What follows belongs to an exercise in optimizing a design on an open flow for small area, a short achievable clock period and few clock cycles per item; a production flow would make more cautious choices.
Only simulation tests tie the RTL to the original design; equivalence was not proved.

== nickel ==
==> flow/design.v (excerpt) <==
module aes_inv_sub_bytes (
  input  logic         i_clk,
  input  logic         i_rst,
  input  logic         i_valid,
  input  logic [127:0] i_data,
  output logic         o_ready,
  output logic         o_valid,
  input  logic         i_ready,
  output logic [127:0] o_data
);
Settings: LEC_CHECK=0, CAP_MARGIN=20, CORE_MARGIN=2, CORE_UTILIZATION=75, CTS_BUF_LIST=sky130_fd_sc_hd__clkbuf_8, CTS_CLUSTER_DIAMETER=50, CTS_CLUSTER_SIZE=14, PLACE_DENSITY=0.85, SLEW_MARGIN=20; clock period 20.0 ns.
standard.sh (not shown) runs the stock make flow with config.mk's settings and CLKGATE_MAP_FILE= SYNTH_SCRIPT=/design/flow/synth_recipe.tcl, a recipe that flattens the netlist after the stock synthesis.
==> flow/flow/run.sh <==
#!/bin/bash
# Standard ORFS layout (the standard.sh), except that:
#  - Yosys's final ABC technology mapping uses flow/map.abc instead of ORFS's speed script
#    (all other synthesis steps, and so the registers and their names, are the standard ones);
#  - the make variables listed in flow/make_args (one VAR=value per line) are added.
set -euo pipefail
W=$PWD
{
  cat <<'TCL'
proc abc {args} {
  set i [lsearch -exact $args -script]
  if {$i >= 0} { lset args [expr {$i + 1}] $::env(FLOW_ABC_SCRIPT) }
  yosys abc {*}$args
}
TCL
  cat "$W/synth_recipe.tcl"
} > "$W/flow_synth.tcl"
sed "s#$W/synth_recipe.tcl#$W/flow_synth.tcl#g" "$W/standard.sh" > "$W/flow_standard.sh"
grep -q flow_synth.tcl "$W/flow_standard.sh"
export FLOW_ABC_SCRIPT="$W/flow/map.abc"
args=()
if [[ -f "$W/flow/make_args" ]]; then
  while IFS= read -r line; do
    [[ -n "$line" && "$line" != \#* ]] && args+=("$line")
  done < "$W/flow/make_args"
fi
bash "$W/flow_standard.sh" "${args[@]}" finish > "$W/flow_make.log" 2>&1
==> flow/flow/make_args <==
BUFFER_PORTS_ARGS=-buffer_cell sky130_fd_sc_hd__buf_1
SETUP_SLACK_MARGIN=15.0
==> flow/flow/map.abc <==
&get -n
&st
&dch -f
&nf -R 1000
&put
nickel completed every stage of the flow, and the final layout passed the timing, DRC and antenna checks.
Testbench counts of nickel, summed over its fixed seeds: cycles 400, items 384.
[inputs] sierra vs nickel
- PLACE_DENSITY now 0.75, was 0.85
- CORE_UTILIZATION now 65, was 75
==> flow/flow/make_args <==
BUFFER_PORTS_ARGS=-buffer_cell sky130_fd_sc_hd__buf_1
SETUP_SLACK_MARGIN=14.8
Notes after the runs:
- Status | sierra and nickel | clean
- Looking at sierra and nickel, the worst-skew pair later-pin latency is a wash.
- Higher area enclosed by the die boundary was reported by sierra, not nickel.
- The run showing the smaller vias after detailed routing is sierra.
- Looking only at clock-buffer cell count, and setting everything else aside, the lower value of sierra and nickel goes to sierra.
- Taking nickel as the reference point, the worst slack at placement of sierra rises by 5.5 ps.
- When sierra is measured against nickel, its post-layout minimum cycle time turns out 44 ps higher.
Here is what was changed in the inputs of pepper compared with sierra.
- changing CAP_MARGIN from 20 to 5
- changing CORE_UTILIZATION from 65 to 75
- changing SLEW_MARGIN from 20 to 5
- changing PLACE_DENSITY from 0.75 to 0.85
--- a/flow/flow/make_args
+++ b/flow/flow/make_args
@@ -2 +2,2 @@
 SETUP_SLACK_MARGIN=14.8
+ADDER_MAP_FILE=
## What came out
All-layer global routing usage: pepper and sierra compared, higher one is pepper
In terms of hold slack, sierra and pepper differ only marginally.
In the metrics for pepper and sierra, the one carrying the higher clock buffer count from CTS is sierra.
pepper vs. sierra: height of the chip -about 7%; detailed-route via count moved up; utilization went up by 10 points.

---

Another version of the RTL of aes_inv_sub_bytes (not shown whole).
For scale: about 2800 cells after synthesis, about 390 flip-flops, about 260 I/O pins, ~29000 um^2 of cells after synthesis.
export LEC_CHECK = 0
export CAP_MARGIN = 20
export CORE_MARGIN = 2
export CORE_UTILIZATION = 40
export CTS_BUF_LIST = sky130_fd_sc_hd__clkbuf_4 sky130_fd_sc_hd__clkbuf_8
export SLEW_MARGIN = 20
create_clock -name core_clock -period 20.0 [get_ports {i_clk}]
==> flow/flow/make_args <==
BUFFER_PORTS_ARGS=-buffer_cell sky130_fd_sc_hd__buf_2
Scripts as last shown in full above: flow/flow/run.sh, flow/flow/map.abc
Testbench counts at the start, summed over its fixed seeds: cycles 400, items 384.
Edit:
==> flow/flow/make_args (replaced) <==
BUFFER_PORTS_ARGS=-buffer_cell sky130_fd_sc_hd__buf_1
SETUP_SLACK_MARGIN=13.9
CORE_UTILIZATION = 65   (was 40)
PLACE_DENSITY = 0.75   (was unset)
What happened: The new run went through all stages and came out clean. Wire length decreases by 1.4%. Worst hold slack hardly moves. Critical path depth increases by 2. Worst setup slack is better by 560 ps. Via count increases by 1.5%. Register-to-register slack is better by 560 ps. Design area increases by 1.7%. Cell count decreases by 8.6%. Non-clock buffer count increases by 4. Global-route usage increases by 8.7 points.
Edit:
==> flow/run.sh (new file) <==
#!/bin/bash
# synth_recipe.tcl (not shown) runs the flow's synth.tcl, then flattens the netlist and writes it again
# the make line also repeats each setting of config.mk as NAME=value (left out here)
make -C /OpenROAD-flow-scripts/flow DESIGN_CONFIG=/design/flow/config.mk WORK_HOME=/design/flow/orfs CLKGATE_MAP_FILE= SYNTH_SCRIPT=/design/flow/synth_recipe.tcl finish
CORE_UTILIZATION = 40   (was 65)
CTS_BUF_LIST = unset   (was sky130_fd_sc_hd__clkbuf_4 sky130_fd_sc_hd__clkbuf_8)
PLACE_DENSITY = unset   (was 0.75)
removed: flow/flow/run.sh
removed: flow/flow/make_args
removed: flow/flow/map.abc
removed: flow/standard.sh
Routed wire length rises by 59%.
Utilization falls by 31 points.
Clock-buffer cell count falls by 38.
Cell area rises by 36%.
Cell count rises by 54%.
Edit:
==> flow/flow/run.sh (new file) <==
#!/bin/bash
# Standard ORFS layout (the standard.sh), except that Yosys's final ABC technology mapping
# uses an area-oriented script (flow/map.abc) instead of ORFS's speed script. All other
# synthesis steps, and so the registers and their names, are the standard synthesis's.
set -euo pipefail
W=$PWD
{
  cat <<'TCL'
proc abc {args} {
  set i [lsearch -exact $args -script]
  if {$i >= 0} { lset args [expr {$i + 1}] $::env(FLOW_ABC_SCRIPT) }
  yosys abc {*}$args
}
TCL
  cat "$W/synth_recipe.tcl"
} > "$W/flow_synth.tcl"
sed "s#$W/synth_recipe.tcl#$W/flow_synth.tcl#g" "$W/standard.sh" > "$W/flow_standard.sh"
grep -q flow_synth.tcl "$W/flow_standard.sh"
export FLOW_ABC_SCRIPT="$W/flow/map.abc"
bash "$W/flow_standard.sh" finish > "$W/flow_make.log" 2>&1
==> flow/flow/map.abc (new file) <==
&get -n
&st
&dch -f
&nf -R 1000
&put
==> flow/standard.sh (new file) <==
#!/bin/bash
# synth_recipe.tcl (not shown) runs the flow's synth.tcl, then flattens the netlist and writes it again
# the make line also repeats each setting of config.mk as NAME=value (left out here)
make -C /OpenROAD-flow-scripts/flow DESIGN_CONFIG=/design/flow/config.mk WORK_HOME=/design/flow/orfs CLKGATE_MAP_FILE= SYNTH_SCRIPT=/design/flow/synth_recipe.tcl "${@:-finish}"
removed: flow/run.sh
Result: Utilization rises by 2.5 points.

---

aes_inv_sub_bytes with an RTL version that a note above also has.
Size in the first run: ~2500 cells after synthesis, roughly 390 flip-flops, roughly 260 I/O pins.
Settings: LEC_CHECK=0, CAP_MARGIN=20, CORE_MARGIN=2, CORE_UTILIZATION=75, CTS_BUF_LIST=sky130_fd_sc_hd__clkbuf_16, CTS_CLUSTER_DIAMETER=50, CTS_CLUSTER_SIZE=14, PLACE_DENSITY=0.85, SLEW_MARGIN=20; clock period 20.0 ns.
==> flow/flow/run.sh <==
#!/bin/bash
# Standard ORFS layout (the standard.sh), except that:
#  - Yosys's final ABC technology mapping uses flow/map.abc instead of ORFS's speed script
#    (all other synthesis steps, and so the registers and their names, are the standard ones);
#  - the make variables listed in flow/make_args (one VAR=value per line) are added.
set -euo pipefail
W=$PWD
{
  cat <<'TCL'
proc abc {args} {
  set i [lsearch -exact $args -script]
  if {$i >= 0} { lset args [expr {$i + 1}] $::env(FLOW_ABC_SCRIPT) }
  yosys abc {*}$args
}
TCL
  cat "$W/synth_recipe.tcl"
} > "$W/flow_synth.tcl"
sed "s#$W/synth_recipe.tcl#$W/flow_synth.tcl#g" "$W/standard.sh" > "$W/flow_standard.sh"
grep -q flow_synth.tcl "$W/flow_standard.sh"
export FLOW_ABC_SCRIPT="$W/flow/map.abc"
args=()
if [[ -f "$W/flow/make_args" ]]; then
  while IFS= read -r line; do
    [[ -n "$line" && "$line" != \#* ]] && args+=("$line")
  done < "$W/flow/make_args"
fi
bash "$W/flow_standard.sh" "${args[@]}" finish > "$W/flow_make.log" 2>&1
==> flow/flow/make_args <==
BUFFER_PORTS_ARGS=-buffer_cell sky130_fd_sc_hd__buf_1
SETUP_SLACK_MARGIN=14.8
ADDER_MAP_FILE=
==> flow/flow/map.abc <==
&get -n
&st
&dch -f
&nf -R 1000
&put
The first run completed with no timing, DRC or antenna violations.
Testbench counts at the start, summed over its fixed seeds: cycles 400, items 384.
Next try:
==> flow/flow/map.abc (replaced) <==
&get -n
&st
&dch -f
&nf -R 1000
&st
&dch -f
&nf -R 1000
&put
CTS_BUF_LIST = sky130_fd_sc_hd__clkbuf_8   (was sky130_fd_sc_hd__clkbuf_16)
Effect: Sequential share of layout area went down by 0.64 points. Area after synthesis is higher by 2.8%. Global-route usage grows by 0.49 points. Worst hold slack is about the same. First-iteration DRC count rises by 36%. Final cell count goes up by 3.5%. Design area is higher by 1.8%. Setup slack is worse by 87 ps.
Next try:
==> flow/flow/map.abc (replaced) <==
&get -n
&st
&dch -f
&nf -R 1000
&put
CTS_BUF_LIST = sky130_fd_sc_hd__clkbuf_8 sky130_fd_sc_hd__clkbuf_16   (was sky130_fd_sc_hd__clkbuf_8)
Result: The new run completed without violations. Clock skew drops by 6.2 ps. Via count decreases by 6.1%. Area after synthesis went down by 2.7%. Worst setup slack improves by 72 ps. First-iteration DRC count shrinks by 22%. Non-clock buffer count shrinks by 5. Die area goes down by 2.7%. Design area falls by 1.7%. Routed wire length came out lower by 4.4%.
Next try:
CTS_BUF_LIST = sky130_fd_sc_hd__clkbuf_8   (was sky130_fd_sc_hd__clkbuf_8 sky130_fd_sc_hd__clkbuf_16)
CTS_CLUSTER_DIAMETER = 45   (was 50)
CTS_CLUSTER_SIZE = 18   (was 14)
- The changed run finished with timing, DRC and antenna clean
- clock skew is about the same
- setup slack degrades by 37 ps
- cell area shrinks by 1.4%
- die area is unchanged
- routed wire length goes down by 3.3%
Next try:
==> flow/flow/make_args (replaced) <==
BUFFER_PORTS_ARGS=-buffer_cell sky130_fd_sc_hd__buf_1
SETUP_SLACK_MARGIN=14.8
CTS_CLUSTER_DIAMETER = 50   (was 45)
CTS_CLUSTER_SIZE = 14   (was 18)
Effect: The changed run finished with timing, DRC and antenna clean; worst setup slack got worse by 19 ps; final cell count drops by 1.5%; routed wire length is higher by 3.2%; clock-buffer cell count goes up by 2; worst hold slack barely changes; via count is unchanged; critical path depth is unchanged.
Next try:
==> flow/flow/make_args (replaced) <==
BUFFER_PORTS_ARGS=-buffer_cell sky130_fd_sc_hd__buf_1
SETUP_SLACK_MARGIN=14.8
ADDER_MAP_FILE=
Synthesized cell count rises by 2.0%.
Synthesized area shrinks by 0.77%.
Via count barely changes.
Sequential share of layout area climbs by 0.23 points.
Cell area is lower by 0.61%.
Maximum frequency grows by 0.38%.
Routed wire length falls by 3.4%.
Non-clock buffer count is unchanged.
Sequential cell count is unchanged.

## separate check: timing with driven ports
How much do the figures lean on ideal ports? The routed layouts below were timed once more, with nothing changed but the port constraints.
Step 1: set_driving_cell puts a clkbuf_16 on i_clk and a buf_2 on each other input, an assumption about the parent block.
Step 2 adds t to the input delays and takes it off the output delays; t is the mean of the earliest and latest rising clock arrival at the registers after step 1. Input paths then give back, and output paths get back, about the clock's delay inside the block.
Slacks: no drivers / after step 1 / after step 2; pairs: no drivers / after step 1.
run	t (ns)	setup slack, ns	worst register clock-pin slew, ns	cell pins on the clock port's net
nickel	0.662	14.793 / 14.741 / 14.417	0.09 / 0.09	1
sierra	0.672	14.749 / 14.695 / 14.427	0.09 / 0.09	1
pepper	0.651	14.794 / 14.743 / 14.414	0.09 / 0.09	1
the first run of note 2	0.681	13.694 / 13.694 / 13.694	0.07 / 0.07	1
the second run of note 2	0.692	14.256 / 14.256 / 14.182	0.07 / 0.07	1
the third run of note 2	0.688	12.794 / 12.794 / 12.794	0.07 / 0.07	1
the fourth run of note 2	0.640	13.720 / 13.720 / 13.608	0.07 / 0.07	1
the first run of note 3	0.606	14.845 / 14.791 / 14.413	0.07 / 0.07	1
the second run of note 3	0.663	14.758 / 14.704 / 14.291	0.10 / 0.10	1
the third run of note 3	0.604	14.830 / 14.776 / 14.417	0.07 / 0.07	1
the fourth run of note 3	0.655	14.793 / 14.739 / 14.421	0.10 / 0.10	1
the fifth run of note 3	0.661	14.774 / 14.722 / 14.434	0.09 / 0.09	1
the sixth run of note 3	0.651	14.794 / 14.743 / 14.414	0.09 / 0.09	1
After both steps every run listed still meets setup and hold. For the second run of note 3, which loses most, drivers alone change the setup slack by -0.054 ns; drivers and shift together by -0.467 ns.
